Source: an optimization exercise on an open RTL-to-GDS flow (aim: small area, a short achievable clock period and few clock cycles). Production flows keep margins and buffers that such runs may drop.
Only simulation tests tie the RTL to the original design; equivalence was not proved.

Design rsa_modexp, start of the top module:
module rsa_modexp
#(
  parameter  int W   = 32,
  localparam int OPW = 2 * W
) (
  input  logic           clk,
  input  logic           rst_n,
  input  logic           start,
  input  logic [OPW-1:0] n,
  input  logic [OPW-1:0] exp,
  input  logic [OPW-1:0] msg,
  output logic [OPW-1:0] result,
  output logic           busy,
  output logic           done,
  output logic           err
);
Size in the first run: roughly 4300 cells after synthesis, about 42000 um2 of cells after synthesis.
==> flow/config.mk <==
export PLATFORM = sky130hd
export DESIGN_NAME = rsa_modexp
export DESIGN_NICKNAME = rsa_modexp
export VERILOG_FILES = /design/flow/design.v
export SDC_FILE = /design/flow/constraint.sdc
export NUM_CORES = 4
export LEC_CHECK = 0
export CAP_MARGIN = 20
export CORE_MARGIN = 2
export CORE_UTILIZATION = 55
export SLEW_MARGIN = 20
==> flow/constraint.sdc <==
create_clock -name core_clock -period 10.5 [get_ports {clk}]
set_input_delay 2.1000 -clock core_clock [delete_from_list [all_inputs] [get_ports {clk}]]
set_output_delay 2.1000 -clock core_clock [all_outputs]
set_load 0.01 [all_outputs]
standard.sh (not shown) runs the stock make flow with config.mk's settings and CLKGATE_MAP_FILE= SYNTH_SCRIPT=/design/flow/synth_recipe.tcl, a recipe that flattens the netlist after the stock synthesis.
==> flow/flow/run.sh <==
#!/bin/bash
# Standard ORFS layout (the standard.sh: its synthesis, SDC and clock
# period unchanged) with a larger setup repair margin, so that repair_timing
# aims for a shorter achieved period. make's full output goes to flow_make.log;
# ORFS keeps each step's log under orfs/logs.
set -euo pipefail
bash standard.sh SETUP_SLACK_MARGIN=6.5 finish > flow_make.log 2>&1
Testbench counts at the start, summed over its fixed seeds: cycles 96,602.
Then changed:
==> flow/flow/run.sh (replaced) <==
#!/bin/bash
# Standard ORFS layout (the standard.sh: its synthesis, SDC and clock
# period unchanged) with a larger setup repair margin, so that repair_timing
# aims for a shorter achieved period, and with buf_2 cells as the port
# buffers (every input and output port still gets one). make's full output
# goes to flow_make.log; ORFS keeps each step's log under orfs/logs.
set -euo pipefail
bash standard.sh SETUP_SLACK_MARGIN=6 "BUFFER_PORTS_ARGS=-buffer_cell sky130_fd_sc_hd__buf_2" finish > flow_make.log 2>&1
CORE_UTILIZATION = 65   (was 55)
Outcome:
- The changed run completed with no timing, DRC or antenna violations
- clock-buffer cell count fell by 12
- area after synthesis does not change
- routed wire length came out lower by 10%
- core utilization rises by 4.9 points
- worst setup slack got worse by 0.038 ns
- maximum frequency shrinks by 0.85%
- final cell count shrinks by 5.6%
- global-route usage climbs by 3.0 points
- synthesized cell count stays the same
- die area fell by 15%
Then changed:
==> flow/flow/run.sh (replaced) <==
#!/bin/bash
# Standard ORFS layout (the standard.sh: its synthesis, SDC and clock
# period unchanged) with a larger setup repair margin, so that repair_timing
# aims for a shorter achieved period. make's full output goes to flow_make.log;
# ORFS keeps each step's log under orfs/logs.
set -euo pipefail
bash standard.sh SETUP_SLACK_MARGIN=6 finish > flow_make.log 2>&1
Result: Design area rose by 2.9%; core utilization rose by 2.1 points; fmax fell by 0.38%; via count is about the same.


== violet ==
rsa_modexp, a different RTL version from the one above (not shown whole).
For scale: roughly 4,300 cells after synthesis, ~470 flip-flops, roughly 260 I/O pins, ~42,000 µm² of cells after synthesis.
export LEC_CHECK = 0
export CAP_MARGIN = 20
export CORE_MARGIN = 2
export CORE_UTILIZATION = 45
export SLEW_MARGIN = 20
create_clock -name core_clock -period 10.5 [get_ports {clk}]
==> flow/flow/run.sh <==
#!/bin/bash
# Standard ORFS layout (the standard.sh: its synthesis, SDC and clock
# period unchanged) with a larger setup repair margin, so that repair_timing
# aims for a shorter achieved period. make's full output goes to flow_make.log;
# ORFS keeps each step's log under orfs/logs.
set -euo pipefail
bash standard.sh SETUP_SLACK_MARGIN=6.5 finish > flow_make.log 2>&1
violet: no failed stages, no open violations at the end
Testbench counts of violet, summed over its fixed seeds: cycles 96,602.
Changes in amber relative to violet:
Settings: an added ABC_CLOCK_PERIOD_IN_PS of 2500; an added SETUP_SLACK_MARGIN of 5.
==> flow/run.sh (new file) <==
#!/bin/bash
# synth_recipe.tcl (not shown) runs the flow's synth.tcl, then flattens the netlist and writes it again
# the make line also repeats each setting of config.mk as NAME=value (left out here)
make -C /OpenROAD-flow-scripts/flow DESIGN_CONFIG=/design/flow/config.mk WORK_HOME=/design/flow/orfs CLKGATE_MAP_FILE= SYNTH_SCRIPT=/design/flow/synth_recipe.tcl finish
removed: flow/flow/run.sh
removed: flow/standard.sh
==> run summary <==
Per the comparison of amber with violet, hold slack grew by 0.0056 ns; proportion of layout cells with a drive suffix above 1 lower.
Going from violet to amber, maximum net fanout on the critical path now sits higher, final worst-path cycle share now sits higher, post-CTS resize count now sits lower, wire length after detailed routing now sits lower, total met2 wirelength after detailed routing now sits lower.
amber ended up with fewer standard cells than violet.
Modified inputs, lagoon compared to amber
Settings: ABC_CLOCK_PERIOD_IN_PS no longer set, was 2500; SETUP_SLACK_MARGIN no longer set, was 5.
==> flow/flow/run.sh (new file) <==
#!/bin/bash
# Standard ORFS layout (the standard.sh: its synthesis, SDC and clock
# period unchanged) with a larger setup repair margin, so that repair_timing
# aims for a shorter achieved period. make's full output goes to flow_make.log;
# ORFS keeps each step's log under orfs/logs.
set -euo pipefail
bash standard.sh SETUP_SLACK_MARGIN=7 finish > flow_make.log 2>&1
==> flow/standard.sh (new file) <==
#!/bin/bash
# synth_recipe.tcl (not shown) runs the flow's synth.tcl, then flattens the netlist and writes it again
# the make line also repeats each setting of config.mk as NAME=value (left out here)
make -C /OpenROAD-flow-scripts/flow DESIGN_CONFIG=/design/flow/config.mk WORK_HOME=/design/flow/orfs CLKGATE_MAP_FILE= SYNTH_SCRIPT=/design/flow/synth_recipe.tcl "${@:-finish}"
removed: flow/run.sh
--- outcome ---
- Wire: lagoon routes more than amber
- On lagoon: cell area after layout is 22% higher than what amber gave.
- Re global-route met2 utilization: amber was lower than lagoon.
- Summary of lagoon over amber: total of plain and repair buffers excluding clock buffers rose 190%; layout overhead on the synthesized area moved up.
- In the reports for amber and lagoon, the smaller worst setup slack belongs to amber.
- Relative to amber, share of layout cells above drive strength 1 increased by 26 points in lagoon.


JK:
RTL: one of the versions met above, not the one the previous note started from.
Size in the first run: roughly 4300 cells after synthesis, about 260 I/O pins, ~42000 µm² of cells after synthesis.
Design rsa_modexp, start of the top module:
module rsa_modexp
#(
  parameter  int W   = 32,
  localparam int OPW = 2 * W
) (
  input  logic           clk,
  input  logic           rst_n,
  input  logic           start,
  input  logic [OPW-1:0] n,
  input  logic [OPW-1:0] exp,
  input  logic [OPW-1:0] msg,
  output logic [OPW-1:0] result,
  output logic           busy,
  output logic           done,
  output logic           err
);
Settings: LEC_CHECK=0, CAP_MARGIN=20, CORE_MARGIN=2, CORE_UTILIZATION=55, SLEW_MARGIN=20; clock period 10.5 ns.
==> flow/flow/run.sh <==
#!/bin/bash
# Standard ORFS layout (the standard.sh: its synthesis, SDC and clock
# period unchanged) with a larger setup repair margin, so that repair_timing
# aims for a shorter achieved period. make's full output goes to flow_make.log;
# ORFS keeps each step's log under orfs/logs.
set -euo pipefail
bash standard.sh SETUP_SLACK_MARGIN=6 finish > flow_make.log 2>&1
Testbench counts of JK, summed over its fixed seeds: cycles 96,602.
Setup changes, JK to MS
- changing CORE_UTILIZATION from 55 to 65
==> flow/flow/run.sh <==
#!/bin/bash
# Standard ORFS layout (the standard.sh: its synthesis, SDC and clock
# period unchanged) with a larger setup repair margin, so that repair_timing
# aims for a shorter achieved period, and with buf_1 cells as the port
# buffers (every input and output port still gets one). make's full output
# goes to flow_make.log; ORFS keeps each step's log under orfs/logs.
set -euo pipefail
bash standard.sh SETUP_SLACK_MARGIN=6 "BUFFER_PORTS_ARGS=-buffer_cell sky130_fd_sc_hd__buf_1" finish > flow_make.log 2>&1
Results
- The run with more routed wire is JK, not MS.
- Between JK and MS, the flow reports routed length per placed instance decreasing slightly.
- Final HPWL from detailed placement sits lower in MS than in JK.
- For final RePlAce weighted congestion, dividing the value from JK by the value from MS gives 0.943.
- On initial DRC count, MS does worse than JK.
- MS reports its master of the slowest instance on the critical path as sky130_fd_sc_hd__dfrtp_1 while JK reports sky130_fd_sc_hd__or4_4.
The following lists how AL was set up differently from MS:
- changing CORE_UTILIZATION from 65 to 75
==> flow/flow/run.sh <==
#!/bin/bash
# Standard ORFS layout (the standard.sh: its synthesis, SDC and clock
# period unchanged) with a larger setup repair margin, so that repair_timing
# aims for a shorter achieved period. make's full output goes to flow_make.log;
# ORFS keeps each step's log under orfs/logs.
set -euo pipefail
bash standard.sh SETUP_SLACK_MARGIN=6 finish > flow_make.log 2>&1
Results
In summary, AL completed successfully, with a layout that passed the timing, DRC and antenna checks. Against MS, non-clock buffer count in AL rose by a few percent. Going from MS to AL, maximum frequency shrinks by about 4%. [AL vs MS] sequential share of layout area: lower in AL. Going from MS to AL, synthesized instance count has remained practically unchanged; portion of the clock cycle consumed by the worst path in the final layout increased 1.7 points; clock latency reported for the late side of the worst-skew pair now sits at about the same level. MS reports its top routing layer in use as met4 while AL reports met5.


rsa_modexp, a different RTL version from the one above (not shown whole).
Size: roughly 4300 cells after synthesis, ~470 flip-flops, about 260 I/O pins.
==> flow/config.mk <==
export PLATFORM = sky130hd
export DESIGN_NAME = rsa_modexp
export DESIGN_NICKNAME = rsa_modexp
export VERILOG_FILES = /design/flow/design.v
export SDC_FILE = /design/flow/constraint.sdc
export NUM_CORES = 4
export LEC_CHECK = 0
export CAP_MARGIN = 20
export CORE_MARGIN = 2
export CORE_UTILIZATION = 65
export SLEW_MARGIN = 20
==> flow/constraint.sdc <==
create_clock -name core_clock -period 10.5 [get_ports {clk}]
set_input_delay 2.1000 -clock core_clock [delete_from_list [all_inputs] [get_ports {clk}]]
set_output_delay 2.1000 -clock core_clock [all_outputs]
set_load 0.01 [all_outputs]
==> flow/flow/run.sh <==
#!/bin/bash
# Standard ORFS layout (the standard.sh: its synthesis, SDC and clock
# period unchanged) with a larger setup repair margin, so that repair_timing
# aims for a shorter achieved period, and with buf_2 cells as the port
# buffers (every input and output port still gets one). make's full output
# goes to flow_make.log; ORFS keeps each step's log under orfs/logs.
set -euo pipefail
bash standard.sh SETUP_SLACK_MARGIN=6.25 "BUFFER_PORTS_ARGS=-buffer_cell sky130_fd_sc_hd__buf_2" finish > flow_make.log 2>&1
The starting point finished with timing, DRC and antenna clean.
Testbench counts at the start, summed over its fixed seeds: cycles 96,602.
Change:
--- a/flow/flow/run.sh
+++ b/flow/flow/run.sh
@@ -8 +8 @@
-bash standard.sh SETUP_SLACK_MARGIN=6.25 "BUFFER_PORTS_ARGS=-buffer_cell sky130_fd_sc_hd__buf_2" finish > flow_make.log 2>&1
+bash standard.sh SETUP_SLACK_MARGIN=6.5 "BUFFER_PORTS_ARGS=-buffer_cell sky130_fd_sc_hd__buf_2" finish > flow_make.log 2>&1
What happened: Synthesized cell count is unchanged; maximum frequency is higher by 1.3%; non-clock buffer count went up by 92; synthesized area stays the same; design area rises by 4.0%.
Change:
==> flow/flow/run.sh (replaced) <==
#!/bin/bash
# Standard ORFS layout (the standard.sh: its synthesis, SDC and clock
# period unchanged) with a larger setup repair margin, so that repair_timing
# aims for a shorter achieved period. make's full output goes to flow_make.log;
# ORFS keeps each step's log under orfs/logs.
set -euo pipefail
bash standard.sh SETUP_SLACK_MARGIN=6 finish > flow_make.log 2>&1
What happened:
- synthesized cell count does not change
- fmax falls by a few percent
- design area falls by a few percent
- via count falls by a few percent
Change:
==> flow/flow/run.sh (replaced) <==
#!/bin/bash
# Standard ORFS layout (the standard.sh: its synthesis, SDC and clock
# period unchanged) with a larger setup repair margin, so that repair_timing
# aims for a shorter achieved period, and with buf_2 cells as the port
# buffers (every input and output port still gets one). make's full output
# goes to flow_make.log; ORFS keeps each step's log under orfs/logs.
set -euo pipefail
bash standard.sh SETUP_SLACK_MARGIN=6 "BUFFER_PORTS_ARGS=-buffer_cell sky130_fd_sc_hd__buf_2" finish > flow_make.log 2>&1
CORE_UTILIZATION = 60   (was 65)
What happened: Design area came out lower by 2.1%; register-to-register slack gets better by 0.09 ns; via count decreases by 1.8%.
Change:
--- a/flow/flow/run.sh
+++ b/flow/flow/run.sh
@@ -8 +8 @@
-bash standard.sh SETUP_SLACK_MARGIN=6 "BUFFER_PORTS_ARGS=-buffer_cell sky130_fd_sc_hd__buf_2" finish > flow_make.log 2>&1
+bash standard.sh SETUP_SLACK_MARGIN=6.4 "BUFFER_PORTS_ARGS=-buffer_cell sky130_fd_sc_hd__buf_2" finish > flow_make.log 2>&1
CORE_UTILIZATION = 65   (was 60)
What happened: The new run completed without violations; fmax went up by a few percent; via count climbs by a few percent; critical path depth increases by 1; design area came out higher by a few percent; hold slack barely changes; cell count went down slightly; wire length grows by a few percent; synthesized cell count is unchanged.


rsa_modexp again, from the RTL that the note above started with.
Settings: LEC_CHECK=0, CAP_MARGIN=20, CORE_MARGIN=2, CORE_UTILIZATION=65, CTS_BUF_LIST=sky130_fd_sc_hd__clkbuf_8, SLEW_MARGIN=20; clock period 10.5 ns.
==> flow/flow/run.sh <==
#!/bin/bash
# Standard ORFS layout (the standard.sh: its synthesis, SDC and clock
# period unchanged) with a larger setup repair margin, so that repair_timing
# aims for a shorter achieved period, and with buf_2 cells as the port
# buffers (every input and output port still gets one). make's full output
# goes to flow_make.log; ORFS keeps each step's log under orfs/logs.
set -euo pipefail
bash standard.sh SETUP_SLACK_MARGIN=6.4 "BUFFER_PORTS_ARGS=-buffer_cell sky130_fd_sc_hd__buf_2" finish > flow_make.log 2>&1
Testbench counts at the start, summed over its fixed seeds: cycles 96,602.
==> next run, changes <==
--- a/flow/flow/run.sh
+++ b/flow/flow/run.sh
@@ -7,2 +7,2 @@
 set -euo pipefail
-bash standard.sh SETUP_SLACK_MARGIN=6.4 "BUFFER_PORTS_ARGS=-buffer_cell sky130_fd_sc_hd__buf_2" finish > flow_make.log 2>&1
+bash standard.sh SETUP_SLACK_MARGIN=6 "BUFFER_PORTS_ARGS=-buffer_cell sky130_fd_sc_hd__buf_2" finish > flow_make.log 2>&1
- CTS_BUF_LIST: sky130_fd_sc_hd__clkbuf_8 -> default
After rerunning:
- cell area falls by 5.1%
- die area is unchanged
- worst hold slack improves by 0.011 ns
- routed wire length falls by 11%
- critical path depth stays the same
- non-clock buffer count falls by 125


== run 1 ==
Another version of the RTL of rsa_modexp (not shown whole).
Size in the first run: about 4,600 cells after synthesis, ~520 flip-flops, ~260 I/O pins, roughly 44,000 µm² of cells after synthesis.
export LEC_CHECK = 0
export CAP_MARGIN = 20
export CORE_MARGIN = 2
export CORE_UTILIZATION = 45
export SLEW_MARGIN = 20
create_clock -name core_clock -period 10.5 [get_ports {clk}]
==> flow/flow/run.sh <==
#!/bin/bash
# Standard ORFS layout (the standard.sh: its synthesis, SDC and clock
# period unchanged) with a larger setup repair margin, so that repair_timing
# aims for a shorter achieved period. make's full output goes to flow_make.log;
# ORFS keeps each step's log under orfs/logs.
set -euo pipefail
bash standard.sh SETUP_SLACK_MARGIN=6.5 finish > flow_make.log 2>&1
Testbench counts of run 1, summed over its fixed seeds: cycles 96,602.
### run 1 -> run 2
- ABC_CLOCK_PERIOD_IN_PS now 2500, previously not set
- SETUP_SLACK_MARGIN now 5, previously not set
==> flow/run.sh (new file) <==
#!/bin/bash
# synth_recipe.tcl (not shown) runs the flow's synth.tcl, then flattens the netlist and writes it again
# the make line also repeats each setting of config.mk as NAME=value (left out here)
make -C /OpenROAD-flow-scripts/flow DESIGN_CONFIG=/design/flow/config.mk WORK_HOME=/design/flow/orfs CLKGATE_MAP_FILE= SYNTH_SCRIPT=/design/flow/synth_recipe.tcl finish
removed: flow/flow/run.sh
removed: flow/standard.sh
==> run summary <==
- | number of cells after detailed placement | run 2 vs run 1 | ≈ equal |
- Taking run 1 as the reference, in run 2 number of gates resized after cts dropped 93%.
- Comparing run 2 and run 1, the lower buffer share of cell area is on run 2.

## port drivers added, routing unchanged
Ports are ideal in the flow. The routed layouts listed here were re-timed in OpenROAD. Step 1 assumes that a clkbuf_16 drives the clock port and a buf_2 every other input. Step 2 adds t to the input delays and takes it off the output delays; t is the mean of the earliest and latest rising clock arrival at the registers after step 1. Input paths then give back, and output paths get back, about the clock's delay inside the block. Slacks: ideal ports / drivers / drivers and shift; pairs: ideal ports / drivers.
run	shift t [ns]	slack for setup (ns)	worst hold slack (ns)	clock arrival spread, ns	pins driven straight from the clock port
the first run of note 1	0.708	6.083 / 6.083 / 6.083	0.376 / 0.376 / 0.376	0.034 / 0.034	1
the second run of note 1	0.699	6.045 / 6.045 / 6.045	0.388 / 0.388 / 0.388	0.033 / 0.033	1
the third run of note 1	0.720	6.028 / 6.028 / 6.028	0.378 / 0.378 / 0.378	0.027 / 0.027	1
violet	0.739	6.260 / 6.260 / 6.260	0.377 / 0.377 / 0.377	0.063 / 0.064	1
amber	0.728	5.412 / 5.412 / 5.412	0.383 / 0.383 / 0.383	0.023 / 0.023	1
lagoon	0.743	6.171 / 6.171 / 6.171	0.377 / 0.377 / 0.377	0.037 / 0.036	1
JK	0.724	6.038 / 6.038 / 6.038	0.390 / 0.390 / 0.390	0.043 / 0.043	1
MS	0.716	6.051 / 6.051 / 6.051	0.382 / 0.382 / 0.382	0.022 / 0.022	1
AL	0.704	5.875 / 5.875 / 5.875	0.371 / 0.371 / 0.371	0.023 / 0.023	1
the first run of note 4	0.719	6.191 / 6.191 / 6.191	0.391 / 0.391 / 0.391	0.017 / 0.018	1
the second run of note 4	0.715	6.244 / 6.244 / 6.244	0.403 / 0.403 / 0.403	0.022 / 0.022	1
the third run of note 4	0.701	5.949 / 5.949 / 5.949	0.395 / 0.395 / 0.395	0.027 / 0.028	1
the fourth run of note 4	0.697	6.043 / 6.043 / 6.043	0.378 / 0.378 / 0.378	0.029 / 0.029	1
the fifth run of note 4	0.706	6.270 / 6.270 / 6.270	0.375 / 0.375 / 0.375	0.029 / 0.029	1
the first run of note 5	0.776	6.223 / 6.223 / 6.223	0.381 / 0.381 / 0.381	0.046 / 0.045	1
the second run of note 5	0.710	6.030 / 6.030 / 6.030	0.392 / 0.392 / 0.392	0.015 / 0.015	1
run 1	0.719	5.006 / 5.006 / 5.006	0.407 / 0.407 / 0.407	0.028 / 0.028	1
run 2	0.714	5.085 / 5.085 / 5.085	0.392 / 0.392 / 0.392	0.019 / 0.019	1
After both steps every run listed still meets setup and hold.
